Context: an optimization exercise on an open-source flow, tuned for small area, a short achievable clock period and few clock cycles. The choices shown serve that exercise and are no tape-out recipe. Function was checked by simulation only, so behaviour that the tests miss may differ from the original. Power is estimated from default activity; no workload was simulated.

==> inputs of run a <==
==> flow/design.v <==
package cpu_pkg;
    typedef logic [16-1:0] addr_t;
    typedef logic [8-1:0] data_t;
    typedef logic [7:0] instr_t;
    typedef logic [3:0] flags_t;     
    localparam int FLAG_Z = 0;
    localparam int FLAG_C = 1;
    localparam int FLAG_N = 2;
    localparam int FLAG_V = 3;
    typedef enum logic [3:0] {
        ALU_ADD,  ALU_ADC, ALU_SUB, ALU_SBC,
        ALU_AND,  ALU_OR,  ALU_XOR, ALU_PASS,
        ALU_INC,  ALU_DEC, ALU_SHL, ALU_SHR,
        ALU_ROL,  ALU_ROR, ALU_NOT, ALU_CMP
    } alu_op_e;
    typedef enum logic [1:0] {
        ST_FETCH, ST_DECODE, ST_EXEC, ST_WB
    } ctrl_state_e;
    typedef enum logic [1:0] {
        REG_ZA, REG_B, REG_PL, REG_PH
    } reg_sel_e;
    typedef struct packed {
        logic     we_a;
        logic     we_b;
        logic     we_pl;         
        logic     we_ph;
        reg_sel_e src_sel;
        logic     wr_from_mem;   
        logic     we_flags;
    } dp_ctrl_t;
    typedef struct packed {
        logic ip_inc;
        logic swap_p;
        logic addr_dp;           
    } ptr_ctrl_t;
    typedef struct packed {
        addr_t addr;
        data_t data;
    } trace_t;
endpackage
`timescale 1ns/100ps
module cpu_alu (
    input  cpu_pkg::alu_op_e op,
    input  cpu_pkg::data_t   x,
    input  cpu_pkg::data_t   y,
    input  logic    carry_in,
    output cpu_pkg::data_t   result,
    output cpu_pkg::flags_t  flags_out
);
    localparam int W = 8;
    logic [W:0] sum;         
    cpu_pkg::data_t      val;         
    logic       c, v;
    always_comb begin
        sum    = '0;
        val    = '0;
        c      = 1'b0;
        v      = 1'b0;
        result = '0;
        case (op)
            cpu_pkg::ALU_ADD, cpu_pkg::ALU_ADC: begin
                sum = {1'b0, x} + {1'b0, y} + {{W{1'b0}}, carry_in & (op == cpu_pkg::ALU_ADC)};
                c   = sum[W];
                v   = (x[W-1] == y[W-1]) && (sum[W-1] != x[W-1]);
                val = sum[W-1:0];
            end
            cpu_pkg::ALU_SUB, cpu_pkg::ALU_SBC, cpu_pkg::ALU_CMP: begin
                sum = {1'b0, x} - {1'b0, y} - {{W{1'b0}}, carry_in & (op == cpu_pkg::ALU_SBC)};
                c   = sum[W];              
                v   = (x[W-1] != y[W-1]) && (sum[W-1] != x[W-1]);
                val = sum[W-1:0];
            end
            cpu_pkg::ALU_INC: begin
                sum = {1'b0, x} + 1'b1;
                c   = sum[W];
                v   = ~x[W-1] & sum[W-1];
                val = sum[W-1:0];
            end
            cpu_pkg::ALU_DEC: begin
                sum = {1'b0, x} - 1'b1;
                c   = sum[W];
                v   = x[W-1] & ~sum[W-1];
                val = sum[W-1:0];
            end
            cpu_pkg::ALU_AND:  val = x & y;
            cpu_pkg::ALU_OR:   val = x | y;
            cpu_pkg::ALU_XOR:  val = x ^ y;
            cpu_pkg::ALU_PASS: val = y;                  
            cpu_pkg::ALU_NOT:  val = ~x;
            cpu_pkg::ALU_SHL:  begin val = {x[W-2:0], 1'b0};    c = x[W-1]; end
            cpu_pkg::ALU_SHR:  begin val = {1'b0, x[W-1:1]};    c = x[0];   end
            cpu_pkg::ALU_ROL:  begin val = {x[W-2:0], x[W-1]};  c = x[W-1]; end
            cpu_pkg::ALU_ROR:  begin val = {x[0], x[W-1:1]};    c = x[0];   end
            default: ;
        endcase
        result = (op == cpu_pkg::ALU_CMP) ? x : val;    
        flags_out         = '0;
        flags_out[cpu_pkg::FLAG_Z] = val == '0;
        flags_out[cpu_pkg::FLAG_C] = c;
        flags_out[cpu_pkg::FLAG_N] = val[W-1];
        flags_out[cpu_pkg::FLAG_V] = v;
    end
endmodule
`timescale 1ns/100ps
module cpu_memory (
    input  logic       clk,
    input  logic [6:0] ridx_e,      
    input  logic [6:0] ridx_o,      
    input  logic       rodd,        
    input  logic       we,
    input  logic [7:0] waddr,
    input  logic [7:0] wdata,
    output logic [7:0] rdata0,      
    output logic [7:0] rdata1       
);
    logic [7:0] ram_e [128];
    logic [7:0] ram_o [128];
    logic [7:0] de, dq;
    always_ff @(posedge clk) begin
        if (we && !waddr[0])
            ram_e[waddr[7:1]] <= wdata;
        if (we && waddr[0])
            ram_o[waddr[7:1]] <= wdata;
    end
    always_comb begin
        de = 8'h00;
        dq = 8'h00;
        for (int i = 0; i < 128; i++) begin
            de = de | (ram_e[i] & {8{ridx_e == 7'(i)}});
            dq = dq | (ram_o[i] & {8{ridx_o == 7'(i)}});
        end
    end
    assign rdata0 = rodd ? dq : de;
    assign rdata1 = rodd ? de : dq;
endmodule
`timescale 1ns/100ps
module cpu_top (
    input  logic   clk,
    input  logic   rst,
    input  logic   run,
    input  logic   prog_we,
    input  cpu_pkg::addr_t  prog_addr,
    input  cpu_pkg::data_t  prog_data,
    output logic   retire,
    output cpu_pkg::addr_t  retire_ip,
    output logic   store_valid,
    output cpu_pkg::trace_t store_trace
);
    logic        run_q;
    logic        ld_v;               
    logic [7:0]  ld_addr, ld_data;
    logic [15:0] ip_f;               
    logic [6:0]  ra_e, ra_o;         
    logic        ra_odd;
    logic        f_ld;               
    logic        e_valid;
    logic [7:0]  e_ir, e_imm;
    logic [15:0] e_ip;
    logic        e_st;
    logic [7:0]  a, b, pl, ph;
    logic [3:0]  flags;              
    logic [7:0] byte0, byte1;
    logic       mem_we;
    logic [7:0] mem_waddr, mem_wdata;
    logic [7:0] st_data;
    cpu_memory u_memory (
        .clk    (clk),
        .ridx_e (ra_e),
        .ridx_o (ra_o),
        .rodd   (ra_odd),
        .we     (mem_we),
        .waddr  (mem_waddr),
        .wdata  (mem_wdata),
        .rdata0 (byte0),
        .rdata1 (byte1)
    );
    assign st_data   = e_ir[0] ? b : a;
    assign mem_we    = ld_v | e_st;
    assign mem_waddr = ld_v ? ld_addr : pl;
    assign mem_wdata = ld_v ? ld_data : st_data;
    logic       e_alu, e_ldm, e_ldi, e_cmp;
    logic [1:0] e_rr;
    logic [7:0] sel_val, alu_x, alu_y, alu_res, imm_val, wr_data;
    logic [3:0] alu_flags;
    logic       e_wr;                
    logic [1:0] e_dst;
    logic       e_fwd;               
    logic [7:0] fwd_val;
    logic [7:0] pl_fwd, ph_fwd;
    assign e_alu = e_valid & ~e_ir[7];
    assign e_ldm = e_valid & (e_ir[7:4] == 4'b1000);
    assign e_ldi = e_valid & (e_ir[7:4] == 4'b1010);
    assign e_cmp = e_ir[6:3] == 4'hf;
    assign e_rr  = e_ir[1:0];
    always_comb begin
        case (e_rr)
            2'd1:    sel_val = b;
            2'd2:    sel_val = pl;
            2'd3:    sel_val = ph;
            default: sel_val = 8'h00;
        endcase
    end
    assign alu_x = e_ir[2] ? sel_val : a;
    assign alu_y = e_ir[2] ? a : sel_val;
    cpu_alu u_alu (
        .op        (cpu_pkg::alu_op_e'(e_ir[6:3])),
        .x         (alu_x),
        .y         (alu_y),
        .carry_in  (flags[cpu_pkg::FLAG_C]),
        .result    (alu_res),
        .flags_out (alu_flags)
    );
    assign e_dst   = e_alu ? (e_ir[2] ? e_rr : 2'd0) : e_rr;
    assign e_fwd   = (e_alu & ~e_cmp) | e_ldi;
    assign e_wr    = e_fwd | e_ldm;
    assign fwd_val = e_ldi ? e_imm : alu_res;
    assign wr_data = e_ldm ? byte0 : fwd_val;
    assign pl_fwd    = (e_ldi && e_rr == 2'd2) ? e_imm : pl;
    assign ph_fwd    = (e_ldi && e_rr == 2'd3) ? e_imm : ph;
    logic        hazard, go, e_wdp;
    logic        is_ld, is_ldi, is_st, is_jmp, take;
    logic [7:0]  ip1_lo;
    logic [15:0] ip_p1, ip_p2, ip_seq, ip_nx;
    logic [7:0]  ra_nx;
    logic [6:0]  ra_e_seq, ra_e_dp, ra_e_hold;
    assign ip_p1  = ip_f + 16'd1;
    assign ip_p2  = ip_f + 16'd2;
    assign ip1_lo = ip_p1[7:0];
    assign hazard = e_st & ((pl == ip_f[7:0]) | (pl == ip1_lo));
    assign is_jmp = byte0[7] & byte0[6];
    assign e_wdp  = e_alu & ~e_cmp & e_ir[2] & e_ir[1];
    assign go     = run_q & ~f_ld & ~hazard
                  & ~(e_alu & is_jmp & ~byte0[3]) & ~(e_wdp & (is_jmp | is_ld));
    assign is_ld  = byte0[7:4] == 4'b1000;
    assign is_ldi = byte0[7:4] == 4'b1010;
    assign is_st  = byte0[7:4] == 4'b1011;
    assign take   = is_jmp & (byte0[3] | (byte0[2] ^ flags[byte0[1:0]]));
    assign ip_seq = is_ldi ? ip_p2 : ip_p1;
    assign ip_nx  = take ? {ph_fwd, pl_fwd} : ip_seq;
    logic [7:0] seq_lo;
    logic [6:0] seq_e, p1_e, p2_e, dp_e;
    assign p1_e   = ip_p1[7:1] + {6'd0, ip_p1[0]};
    assign p2_e   = ip_p2[7:1] + {6'd0, ip_p2[0]};
    assign dp_e   = pl_fwd[7:1] + {6'd0, pl_fwd[0]};
    assign seq_lo = is_ldi ? ip_p2[7:0] : ip_p1[7:0];
    assign seq_e  = is_ldi ? p2_e : p1_e;
    assign ra_e_hold = ip_f[7:1] + {6'd0, ip_f[0]};
    always_ff @(posedge clk or negedge rst) begin
        if (!rst) begin
            run_q   <= 1'b0;
            ld_v    <= 1'b0;
            ip_f    <= '0;
            ra_e    <= '0;
            ra_o    <= '0;
            ra_odd  <= 1'b0;
            f_ld    <= 1'b0;
            e_valid <= 1'b0;
            e_st    <= 1'b0;
            a       <= '0;
            b       <= '0;
            pl      <= '0;
            ph      <= '0;
            flags   <= '0;
        end else begin
            run_q   <= run;
            ld_v    <= prog_we & ~run;
            if (e_wr && e_dst == 2'd0) a <= wr_data;
            if (e_wr && e_dst == 2'd1) b <= wr_data;
            if (e_wr && e_dst == 2'd2) pl <= wr_data;
            if (e_wr && e_dst == 2'd3) ph <= wr_data;
            if (e_alu) flags <= alu_flags;
            e_valid <= go;
            e_st    <= go & is_st;
            f_ld    <= go & is_ld;
            if (go)
                ip_f  <= ip_nx;
            if (go) begin
                if (take) begin
                    {ph, pl} <= ip_f;    
                    ra_o   <= pl_fwd[7:1];
                    ra_e   <= dp_e;
                    ra_odd <= pl_fwd[0];
                end else if (is_ld) begin
                    ra_o   <= pl_fwd[7:1];
                    ra_e   <= dp_e;
                    ra_odd <= pl_fwd[0];
                end else begin
                    ra_o   <= seq_lo[7:1];
                    ra_e   <= seq_e;
                    ra_odd <= seq_lo[0];
                end
            end else begin
                ra_o   <= ip_f[7:1];
                ra_e   <= ra_e_hold;
                ra_odd <= ip_f[0];
            end
        end
    end
    always_ff @(posedge clk) begin
        ld_addr <= prog_addr[7:0];
        ld_data <= prog_data;
        if (go) begin
            e_ir  <= byte0;
            e_imm <= byte1;
            e_ip  <= ip_f;
        end
    end
    assign retire            = e_valid;
    assign retire_ip         = e_ip;
    assign store_valid       = e_st;
    assign store_trace.addr  = {ph, pl};
    assign store_trace.data  = st_data;
endmodule
==> flow/run.sh <==
#!/bin/bash
# synth_recipe.tcl (not shown) runs the flow's synth.tcl, then flattens the netlist and writes it again
# the make line also repeats each setting of config.mk as NAME=value (left out here)
make -C /OpenROAD-flow-scripts/flow DESIGN_CONFIG=/design/flow/config.mk WORK_HOME=/design/flow/orfs CLKGATE_MAP_FILE= SYNTH_SCRIPT=/design/flow/synth_recipe.tcl finish
==> flow/config.mk <==
export PLATFORM = sky130hd
export DESIGN_NAME = cpu_top
export DESIGN_NICKNAME = cpu_top
export VERILOG_FILES = /design/flow/design.v
export SDC_FILE = /design/flow/constraint.sdc
export NUM_CORES = 4
export LEC_CHECK = 0
export ABC_AREA = 1
export CAP_MARGIN = 20
export CORE_MARGIN = 2
export CORE_UTILIZATION = 40
export SETUP_SLACK_MARGIN = 5
export SLEW_MARGIN = 20
==> flow/constraint.sdc <==
create_clock -name core_clock -period 12.0 [get_ports {clk}]
set_input_delay 2.4000 -clock core_clock [delete_from_list [all_inputs] [get_ports {clk}]]
set_output_delay 2.4000 -clock core_clock [all_outputs]
set_load 0.01 [all_outputs]
==> run b (differences from run a) <==
==> flow/flow/run.sh (new file) <==
#!/bin/bash
# The standard synthesis, then the standard layout with timing repair
# aiming for more setup slack than the constraint asks for.
set -euo pipefail
bash standard.sh synth > synth.log 2>&1
bash standard.sh SETUP_SLACK_MARGIN=8.5 finish > layout.log 2>&1
==> flow/standard.sh (new file) <==
#!/bin/bash
# synth_recipe.tcl (not shown) runs the flow's synth.tcl, then flattens the netlist and writes it again
# the make line also repeats each setting of config.mk as NAME=value (left out here)
make -C /OpenROAD-flow-scripts/flow DESIGN_CONFIG=/design/flow/config.mk WORK_HOME=/design/flow/orfs CLKGATE_MAP_FILE= SYNTH_SCRIPT=/design/flow/synth_recipe.tcl "${@:-finish}"
--- a/flow/config.mk
+++ b/flow/config.mk
@@ -10,4 +10,3 @@
 export CORE_MARGIN = 2
-export CORE_UTILIZATION = 40
-export SETUP_SLACK_MARGIN = 5
+export CORE_UTILIZATION = 55
 export SLEW_MARGIN = 20
removed: flow/run.sh
==> run c (differences from run a) <==
==> flow/design.v, changed modules only <==
module cpu_memory (
    input  logic       clk,
    input  logic [6:0] ridx_e,      
    input  logic [6:0] ridx_o,      
    input  logic       rodd,        
    input  logic       we,
    input  logic [7:0] waddr,
    input  logic [7:0] wdata,
    output logic [7:0] rdata0,      
    output logic [7:0] rdata1       
);
    logic [7:0] ram_e [128];
    logic [7:0] ram_o [128];
    logic [7:0] de, dq;
    always_ff @(posedge clk) begin
        if (we && !waddr[0])
            ram_e[waddr[7:1]] <= wdata;
        if (we && waddr[0])
            ram_o[waddr[7:1]] <= wdata;
    end
    assign de     = ram_e[ridx_e];
    assign dq     = ram_o[ridx_o];
    assign rdata0 = rodd ? dq : de;
    assign rdata1 = rodd ? de : dq;
endmodule
module cpu_top (
    input  logic   clk,
    input  logic   rst,
    input  logic   run,
    input  logic   prog_we,
    input  cpu_pkg::addr_t  prog_addr,
    input  cpu_pkg::data_t  prog_data,
    output logic   retire,
    output cpu_pkg::addr_t  retire_ip,
    output logic   store_valid,
    output cpu_pkg::trace_t store_trace
);
    logic        run_q;
    logic        ld_v;               
    logic [7:0]  ld_addr, ld_data;
    logic [15:0] ip_f;               
    logic [6:0]  ra_e, ra_o;         
    logic        ra_odd;
    logic        f_ld;               
    logic        e_valid;
    logic [7:0]  e_ir, e_imm;
    logic [15:0] e_ip;
    logic        e_st;
    logic [7:0]  a, b, pl, ph;
    logic [3:0]  flags;              
    logic [7:0] byte0, byte1;
    logic       mem_we;
    logic [7:0] mem_waddr, mem_wdata;
    logic [7:0] st_data;
    cpu_memory u_memory (
        .clk    (clk),
        .ridx_e (ra_e),
        .ridx_o (ra_o),
        .rodd   (ra_odd),
        .we     (mem_we),
        .waddr  (mem_waddr),
        .wdata  (mem_wdata),
        .rdata0 (byte0),
        .rdata1 (byte1)
    );
    assign st_data   = e_ir[0] ? b : a;
    assign mem_we    = ld_v | e_st;
    assign mem_waddr = ld_v ? ld_addr : pl;
    assign mem_wdata = ld_v ? ld_data : st_data;
    logic       e_alu, e_ldm, e_ldi, e_cmp;
    logic [1:0] e_rr;
    logic [7:0] sel_val, alu_x, alu_y, alu_res, imm_val, wr_data;
    logic [3:0] alu_flags;
    logic       e_wr;                
    logic [1:0] e_dst;
    logic       e_fwd;               
    logic [7:0] fwd_val;
    logic [7:0] pl_fwd, ph_fwd;
    logic [3:0] flags_fwd;
    assign e_alu = e_valid & ~e_ir[7];
    assign e_ldm = e_valid & (e_ir[7:4] == 4'b1000);
    assign e_ldi = e_valid & (e_ir[7:4] == 4'b1010);
    assign e_cmp = e_ir[6:3] == 4'hf;
    assign e_rr  = e_ir[1:0];
    always_comb begin
        case (e_rr)
            2'd1:    sel_val = b;
            2'd2:    sel_val = pl;
            2'd3:    sel_val = ph;
            default: sel_val = 8'h00;
        endcase
    end
    assign alu_x = e_ir[2] ? sel_val : a;
    assign alu_y = e_ir[2] ? a : sel_val;
    cpu_alu u_alu (
        .op        (cpu_pkg::alu_op_e'(e_ir[6:3])),
        .x         (alu_x),
        .y         (alu_y),
        .carry_in  (flags[cpu_pkg::FLAG_C]),
        .result    (alu_res),
        .flags_out (alu_flags)
    );
    assign e_dst   = e_alu ? (e_ir[2] ? e_rr : 2'd0) : e_rr;
    assign e_fwd   = (e_alu & ~e_cmp) | e_ldi;
    assign e_wr    = e_fwd | e_ldm;
    assign fwd_val = e_ldi ? e_imm : alu_res;
    assign wr_data = e_ldm ? byte0 : fwd_val;
    assign pl_fwd    = (e_fwd && e_dst == 2'd2) ? fwd_val : pl;
    assign ph_fwd    = (e_fwd && e_dst == 2'd3) ? fwd_val : ph;
    assign flags_fwd = e_alu ? alu_flags : flags;
    logic        hazard, go;
    logic        is_ld, is_ldi, is_st, take;
    logic [7:0]  ip1_lo;
    logic [15:0] ip_p1, ip_p2, ip_seq, ip_nx;
    logic [7:0]  ra_nx;
    logic [6:0]  ra_e_seq, ra_e_dp, ra_e_hold;
    assign ip_p1  = ip_f + 16'd1;
    assign ip_p2  = ip_f + 16'd2;
    assign ip1_lo = ip_p1[7:0];
    assign hazard = e_st & ((pl == ip_f[7:0]) | (pl == ip1_lo));
    assign go     = run_q & ~f_ld & ~hazard;
    assign is_ld  = byte0[7:4] == 4'b1000;
    assign is_ldi = byte0[7:4] == 4'b1010;
    assign is_st  = byte0[7:4] == 4'b1011;
    assign take   = byte0[7] & byte0[6] & (byte0[3] | (byte0[2] ^ flags_fwd[byte0[1:0]]));
    assign ip_seq = is_ldi ? ip_p2 : ip_p1;
    assign ip_nx  = take ? {ph_fwd, pl_fwd} : ip_seq;
    logic [7:0] seq_lo;
    logic [6:0] seq_e, p1_e, p2_e, dp_e;
    assign p1_e   = ip_p1[7:1] + {6'd0, ip_p1[0]};
    assign p2_e   = ip_p2[7:1] + {6'd0, ip_p2[0]};
    assign dp_e   = pl_fwd[7:1] + {6'd0, pl_fwd[0]};
    assign seq_lo = is_ldi ? ip_p2[7:0] : ip_p1[7:0];
    assign seq_e  = is_ldi ? p2_e : p1_e;
    assign ra_e_hold = ip_f[7:1] + {6'd0, ip_f[0]};
    always_ff @(posedge clk or negedge rst) begin
        if (!rst) begin
            run_q   <= 1'b0;
            ld_v    <= 1'b0;
            ld_addr <= '0;
            ld_data <= '0;
            ip_f    <= '0;
            ra_e    <= '0;
            ra_o    <= '0;
            ra_odd  <= 1'b0;
            f_ld    <= 1'b0;
            e_valid <= 1'b0;
            e_st    <= 1'b0;
            e_ir    <= '0;
            e_imm   <= '0;
            e_ip    <= '0;
            a       <= '0;
            b       <= '0;
            pl      <= '0;
            ph      <= '0;
            flags   <= '0;
        end else begin
            run_q   <= run;
            ld_v    <= prog_we & ~run;
            ld_addr <= prog_addr[7:0];
            ld_data <= prog_data;
            if (e_wr && e_dst == 2'd0) a <= wr_data;
            if (e_wr && e_dst == 2'd1) b <= wr_data;
            if (e_wr && e_dst == 2'd2) pl <= wr_data;
            if (e_wr && e_dst == 2'd3) ph <= wr_data;
            if (e_alu) flags <= alu_flags;
            e_valid <= go;
            e_st    <= go & is_st;
            f_ld    <= go & is_ld;
            if (go) begin
                e_ir  <= byte0;
                e_imm <= byte1;
                e_ip  <= ip_f;
                ip_f  <= ip_nx;
                if (take) begin
                    {ph, pl} <= ip_f;    
                    ra_o   <= pl_fwd[7:1];
                    ra_e   <= dp_e;
                    ra_odd <= pl_fwd[0];
                end else if (is_ld) begin
                    ra_o   <= pl_fwd[7:1];
                    ra_e   <= dp_e;
                    ra_odd <= pl_fwd[0];
                end else begin
                    ra_o   <= seq_lo[7:1];
                    ra_e   <= seq_e;
                    ra_odd <= seq_lo[0];
                end
            end else begin
                ra_o   <= ip_f[7:1];
                ra_e   <= ra_e_hold;
                ra_odd <= ip_f[0];
            end
        end
    end
    assign retire            = e_valid;
    assign retire_ip         = e_ip;
    assign store_valid       = e_st;
    assign store_trace.addr  = {ph, pl};
    assign store_trace.data  = st_data;
endmodule
--- a/flow/config.mk
+++ b/flow/config.mk
@@ -7,3 +7,2 @@
 export LEC_CHECK = 0
-export ABC_AREA = 1
 export CAP_MARGIN = 20
@@ -11,3 +10,2 @@
 export CORE_UTILIZATION = 40
-export SETUP_SLACK_MARGIN = 5
 export SLEW_MARGIN = 20
==> notes <==
- Critical path depth: run a > run c > run b.
- Of run c and run b, run b has the higher count of clock-buffer cells in the layout (gap 15).
- In run c the synthesized cell count is smaller than in run a, by 38%.
- Final cell count, highest first: run a, run b, run c.
- Sequential share of layout area, lowest first: run b, run a, run c.
==> figures <==
| quantity | run c | run b | run a |
|---|---|---|---|
| Maximum number of pins on one net before global-route repair | 146 | 180 | 173 |
| Status | finished clean | finished clean | finished clean |
| Routed wire length on met3 | 17250 µm | 78830 µm | 59560 µm |
| Relative contribution of the clock network to total power | 25.1% | 23.8% | 29.3% |
| Combinational share of power | 37.1% | 42.4% | 28.8% |
| Clock-cell share of area | 6.851% | 6.063% | 6.747% |
| Unrepaired setup endpoints after global routing | false | true | false |
| Power density over the cells | 262.3 nW/µm² | 248.7 nW/µm² | 225.5 nW/µm² |
| Synthesized netlist cell count | 5196 | 8357 | 8357 |
| # Taps | 3009 | 2175 | 2975 |
| Average cell area after synthesis | 17.68 µm² | 10.73 µm² | 10.73 µm² |
Testbench counts of run a, summed over its fixed seeds: cycles 24,630.
Testbench counts of run b, summed over its fixed seeds: cycles 24,630.
Testbench counts of run c, summed over its fixed seeds: cycles 24,569.

## port drivers added, routing unchanged
How much do the figures lean on ideal ports? The routed layouts below were timed once more, with nothing changed but the port constraints. Step 1, drivers: a clkbuf_16 drives clk and a buf_2 each remaining input, both assumed. Step 2 also shifts input and output timing later by t, the mid clock arrival at the registers, as if the neighbouring blocks saw the same clock. Slacks: no drivers / after step 1 / after step 2; pairs: no drivers / after step 1.
run	shift t [ns]	setup slack, ns	cell pins on the clock port's net
run a	0.974	5.210 / 5.210 / 5.210	1
run b	0.942	7.682 / 7.600 / 7.793	1
run c	0.948	5.152 / 5.152 / 5.152	1
After both steps setup and hold are still met in every run listed.
